What follows belongs to an exercise in optimizing a design on an open flow for small area, a short achievable clock period and few clock cycles per item; a production flow would make more cautious choices.
The RTL was checked by simulation tests, not by an equivalence proof against the original design.
Power and IR drop assume default switching activity.

==> exp/garnet: inputs <==
// unison_polyblep_saw_oscillator
module unison_polyblep_saw_oscillator (
  input  logic                         clk,
  input  logic                         rst,
  input  logic                         in_valid,
  output logic                         in_ready,
  input  logic                         restart,
  output logic                         out_valid,
  input  logic                         out_ready,
  output logic signed [OUT_W-1:0]      sample_out,
  input  logic                         cfg_valid,
  output logic                         cfg_ready,
  input  logic        [CFG_IDX_W-1:0]  cfg_index,
  input  logic        [CFG_DATA_W-1:0] cfg_data
);
  localparam int NV = MAX_VOICES;
  localparam int YW = 37;                  
  localparam int XW = 32 + YW;             
  function automatic logic [XW-1:0] booth_k();
    logic [XW-1:0] k;
    k = '0;
    for (int i = 0; i < 17; i++) k = k - (XW'(1) << (33 + 2*i));
    booth_k = k;
  endfunction
  localparam logic [XW-1:0] BOOTH_K = booth_k();
  function automatic logic lt32(input logic [31:0] a, input logic [31:0] b);
    logic [31:0] l, e;
    l = ~a & b;
    e = ~(a ^ b);
    for (int w = 1; w < 32; w = w * 2) begin
      for (int i = 0; i < 32; i = i + 2 * w) begin
        l[i] = l[i+w] | (e[i+w] & l[i]);
        e[i] = e[i+w] & e[i];
      end
    end
    lt32 = l[0];
  endfunction
  function automatic logic [4:0] div_step(input logic [2:0] r, input logic [1:0] d,
                                          input logic [5:1] n);
    logic [4:0] t3, t5;
    case ({r, d})
      5'b00000: t3 = 5'b00000;
      5'b00001: t3 = 5'b00001;
      5'b00010: t3 = 5'b00010;
      5'b00011: t3 = 5'b01000;
      5'b00100: t3 = 5'b01001;
      5'b00101: t3 = 5'b01010;
      5'b00110: t3 = 5'b10000;
      5'b00111: t3 = 5'b10001;
      5'b01000: t3 = 5'b10010;
      5'b01001: t3 = 5'b11000;
      5'b01010: t3 = 5'b11001;
      5'b01011: t3 = 5'b11010;
      default: t3 = '0;
    endcase
    case ({r, d})
      5'b00000: t5 = 5'b00000;
      5'b00001: t5 = 5'b00001;
      5'b00010: t5 = 5'b00010;
      5'b00011: t5 = 5'b00011;
      5'b00100: t5 = 5'b00100;
      5'b00101: t5 = 5'b01000;
      5'b00110: t5 = 5'b01001;
      5'b00111: t5 = 5'b01010;
      5'b01000: t5 = 5'b01011;
      5'b01001: t5 = 5'b01100;
      5'b01010: t5 = 5'b10000;
      5'b01011: t5 = 5'b10001;
      5'b01100: t5 = 5'b10010;
  ...
clock: 12.5 ns
lec_check: 0
cap_margin: 20
core_margin: 2
core_utilization: 40
place_density: 0.6
setup_slack_margin: 5
slew_margin: 20
run.sh (not shown) runs the stock make flow with config.mk's settings and CLKGATE_MAP_FILE= SYNTH_SCRIPT=/design/flow/synth_recipe.tcl, a recipe that flattens the netlist after the stock synthesis.
==> exp/maple (differences from exp/garnet) <==
--- a/flow/design.v
+++ b/flow/design.v
@@ -122,19 +122,17 @@
   logic          fv;                       
   logic [NV-1:0] fnz;                      
   logic [NV-1:0] pend;                     
   logic          last_p;                   
   logic          mv, msq, mno;             
-  logic [31:0]   ma;                       
-  logic [31:0]   mb;
+  logic [31:0]   ma, mb;                   
   logic          bv, bsq, bno;             
   logic [XW-1:0] gs, gc;                   
-  logic [31:0]   tq0;                      
-  logic          tq0_no;
-  logic          tq_n;
+  logic [31:0]   tq0, tq1;                 
+  logic          tq0_no, tq1_no;
+  logic [1:0]    tq_n;
   logic [YW-1:0] acc;                      
-  logic          fc;                       
   logic          s2v;
   logic [YW-1:0] zs;                       
   assign in_ready  = (qn != 2'd2);
   assign cfg_ready = 1'b1;
   logic accept, head, head_rs;
@@ -143,11 +141,11 @@
   assign head_rs = qr[0];
   logic s2_move, s2_free;
   assign s2_move = s2v & (~out_valid | out_ready);
   assign s2_free = ~s2v | s2_move;
   logic eng_idle, ready_int, complete, load_flags;
-  assign eng_idle   = (pend == '0) & ~tq_n & ~mv & (~bv | bsq);
+  assign eng_idle   = (pend == '0) & (tq_n == 2'd0) & ~mv & (~bv | bsq);
   assign ready_int  = head & fv & (head_rs | eng_idle);
   assign complete   = ready_int & s2_free;
   assign load_flags = complete | ~fv;
   logic [31:0]   p_new [NV];
   logic [31:0]   neg_w;
@@ -181,11 +179,10 @@
         cur_a  = fnz[v] ? phase[v] : ~phase[v];
         cur_no = ~fnz[v];
       end
     end
   end
-  assign mb = msq ? ma : blep_recip;
   logic [XW-1:0] ma_r [19];
   logic [XW-1:0] ma_s, ma_c;
   always_comb begin
     logic [34:0] bx;
     logic [2:0]  g;
@@ -268,27 +265,26 @@
   assign m_x = gs + gc + BOOTH_K + (bsq ? {acc ^ {YW{bno}}, 32'd0} : XW'(0));
   assign t_clamp = (|m_x[63:48]) ? 32'hFFFF_FFFF : m_x[47:16];
   logic b_pos, s_avail, p_avail, pick_s, pick_p, tq_pop, tq_push;
   logic [1:0] outst;
   assign b_pos   = bv & ~bsq;
-  assign s_avail = tq_n | b_pos;
+  assign s_avail = (tq_n != 2'd0) | b_pos;
   assign p_avail = (pend != '0);
-  assign outst   = 2'(tq_n) + 2'(b_pos) + 2'(mv & ~msq);
-  assign pick_s  = s_avail & (last_p | ~p_avail | (tq_n & b_pos));
+  assign outst   = tq_n + 2'(b_pos) + 2'(mv & ~msq);
+  assign pick_s  = s_avail & (last_p | ~p_avail);
   assign pick_p  = ~pick_s & p_avail & (outst < 2'd2);
-  assign tq_pop  = ~load_flags & pick_s & tq_n;
-  assign tq_push = ~load_flags & b_pos & ~(pick_s & ~tq_n);
-  logic [YW-1:0] psum, z_new;
-  assign psum = (act[0] ? YW'({phase[0], 1'b0}) : '0) +
-                (act[1] ? YW'({phase[1], 1'b0}) : '0) +
-                (act[2] ? YW'({phase[2], 1'b0}) : '0) +
-                (act[3] ? YW'({phase[3], 1'b0}) : '0) +
-                (act[4] ? YW'({phase[4], 1'b0}) : '0) +
-                YW'({nv, 16'd0});
+  assign tq_pop  = ~load_flags & pick_s & (tq_n != 2'd0);
+  assign tq_push = ~load_flags & b_pos & ~(pick_s & (tq_n == 2'd0));
+  logic [YW-1:0] acc_init, z_new;
+  assign acc_init = (act[0] ? YW'({p_new[0], 1'b0}) : '0) +
+                    (act[1] ? YW'({p_new[1], 1'b0}) : '0) +
+                    (act[2] ? YW'({p_new[2], 1'b0}) : '0) +
+                    (act[3] ? YW'({p_new[3], 1'b0}) : '0) +
+                    (act[4] ? YW'({p_new[4], 1'b0}) : '0) +
+                    YW'({nv, 16'd0});
   always_comb begin
     if (head_rs)        z_new = ((blep_width != '0) ? YW'({nv, 32'd0}) : '0) + YW'({nv, 16'd0});
-    else if (fc)        z_new = psum;
     else if (bv & bsq)  z_new = m_x[XW-1:32] ^ {YW{bno}};
     else                z_new = acc;
   end
   logic        sneg, cin, neg, big, inc;
   logic [19:0] y0;
@@ -327,14 +323,13 @@
         phase[v]     <= '0;
       end
       qn        <= '0;
       fv        <= 1'b0;
       pend      <= '0;
-      fc        <= 1'b0;
       mv        <= 1'b0;
       bv        <= 1'b0;
-      tq_n      <= 1'b0;
+      tq_n      <= '0;
       s2v       <= 1'b0;
       out_valid <= 1'b0;
     end else begin
       if (cfg_valid) begin
         case (cfg_index)
@@ -359,21 +354,20 @@
         default: ;
       endcase
       if (complete) begin
         for (int v = 0; v < NV; v++) phase[v] <= p_new[v];
       end
-      fc <= load_flags;
       if (load_flags) begin
         pend <= win_c & ~new_v;
         mv   <= (win_c != '0);
         bv   <= 1'b0;
-        tq_n <= 1'b0;
+        tq_n <= '0;
       end else begin
         if (pick_p) pend <= pend & ~cur_v;
         mv <= pick_s | pick_p;
         bv <= mv;
-        tq_n <= (tq_n & ~tq_pop) | tq_push;
+        tq_n <= tq_n + 2'(tq_push) - 2'(tq_pop);
       end
       if (complete)     s2v <= 1'b1;
       else if (s2_move) s2v <= 1'b0;
       if (s2_move)        out_valid <= 1'b1;
       else if (out_ready) out_valid <= 1'b0;
@@ -395,28 +389,44 @@
     bno <= mno;
     if (load_flags) begin
       fnz    <= nz_c;
       last_p <= 1'b1;
       ma     <= new_a;
+      mb     <= blep_recip;
       msq    <= 1'b0;
       mno    <= new_no;
     end else if (pick_s) begin
       last_p <= 1'b0;
-      ma     <= tq_n ? tq0 : ~t_clamp;
+      ma     <= (tq_n != 2'd0) ? tq0 : ~t_clamp;
+      mb     <= (tq_n != 2'd0) ? tq0 : ~t_clamp;
       msq    <= 1'b1;
-      mno    <= tq_n ? tq0_no : bno;
+      mno    <= (tq_n != 2'd0) ? tq0_no : bno;
     end else if (pick_p) begin
       last_p <= 1'b1;
       ma     <= cur_a;
+      mb     <= blep_recip;
       msq    <= 1'b0;
       mno    <= cur_no;
     end
-    if (tq_push) begin
-      tq0    <= ~t_clamp;
-      tq0_no <= bno;
-    end
-    if (fc)             acc <= psum;
+    case ({tq_push, tq_pop})
+      2'b10: begin
+        if (tq_n == 2'd0) begin tq0 <= ~t_clamp; tq0_no <= bno; end
+        else              begin tq1 <= ~t_clamp; tq1_no <= bno; end
+      end
+      2'b01: begin
+        tq0 <= tq1; tq0_no <= tq1_no;
+      end
+      2'b11: begin
+        if (tq_n == 2'd1) begin tq0 <= ~t_clamp; tq0_no <= bno; end
+        else begin
+          tq0 <= tq1; tq0_no <= tq1_no;
+          tq1 <= ~t_clamp; tq1_no <= bno;
+        end
+      end
+      default: ;
+    endcase
+    if (load_flags)     acc <= acc_init;
     else if (bv & bsq)  acc <= m_x[XW-1:32] ^ {YW{bno}};
     if (complete) zs <= z_new;
     if (s2_move) sample_out <= smp;
   end
 endmodule
==> results.txt <==
global-route met1 utilization=0.393; FF-to-FF setup slack=3750 ps; total power=0.0245 W; CP endpoint=ma[7]; Comb power=~0.018 W; hold path startpoint=phase[0][19]; CTS resizes=613; reg2reg path depth=44; Fin Clk Skew=67.2 ps; Via-to-Cell Ratio=6.01; WL/cell=27.5 um; FFs & Latches=777; Die Wd=472 um; outcome=finished clean; met2 usage=0.497; cell depth of the worst setup path=44; seq pwr=about 0.0035 W
-- figures above: exp/maple

==> results.txt <==
CP endpoint=ma[2]; cell depth of the worst setup path=32; WL/cell=just over 30 um; Fin Clk Skew=65.1 ps; global-route met1 utilization=0.449; met2 usage=0.528; outcome=finished clean; Via-to-Cell Ratio=approximately 6; total power=between 0.02 and 0.025 W; CTS resizes=443; Comb power=0.0148 W
-- figures above: exp/garnet

Testbench counts of exp/garnet, summed over its fixed seeds: cycles 10,053, samples 4,608.
Testbench counts of exp/maple, summed over its fixed seeds: cycles 10,053, samples 4,608.

[afterwards: timing with drivers on the ports]
No port has a modelled driver above. Below, the same layouts with a new extraction and two added sets of constraints. Step 1 sets driving cells, clkbuf_16 on the clock port and buf_2 on the other inputs (assumed; they add their load-dependent delay and slew). Step 2 adds t to the input delays and takes it off the output delays; t is the mean of the earliest and latest rising clock arrival at the registers after step 1. Input paths then give back, and output paths get back, about the clock's delay inside the block. a / b / c = ideal / step 1 / step 2; a / b = the first two.
| run | t (ns) | setup WS [ns] | worst hold slack (ns) | latest minus earliest clock arrival (ns) | worst register clock-pin slew, ns |
|---|---|---|---|---|---|
| exp/garnet | 0.847 | 3.595 / 3.595 / 3.595 | 0.445 / 0.445 / 0.445 | 0.066 / 0.066 | 0.07 / 0.07 |
| exp/maple | 0.831 | 3.747 / 3.747 / 3.747 | 0.449 / 0.449 / 0.449 | 0.071 / 0.072 | 0.07 / 0.07 |
After both steps every run listed still meets setup and hold.
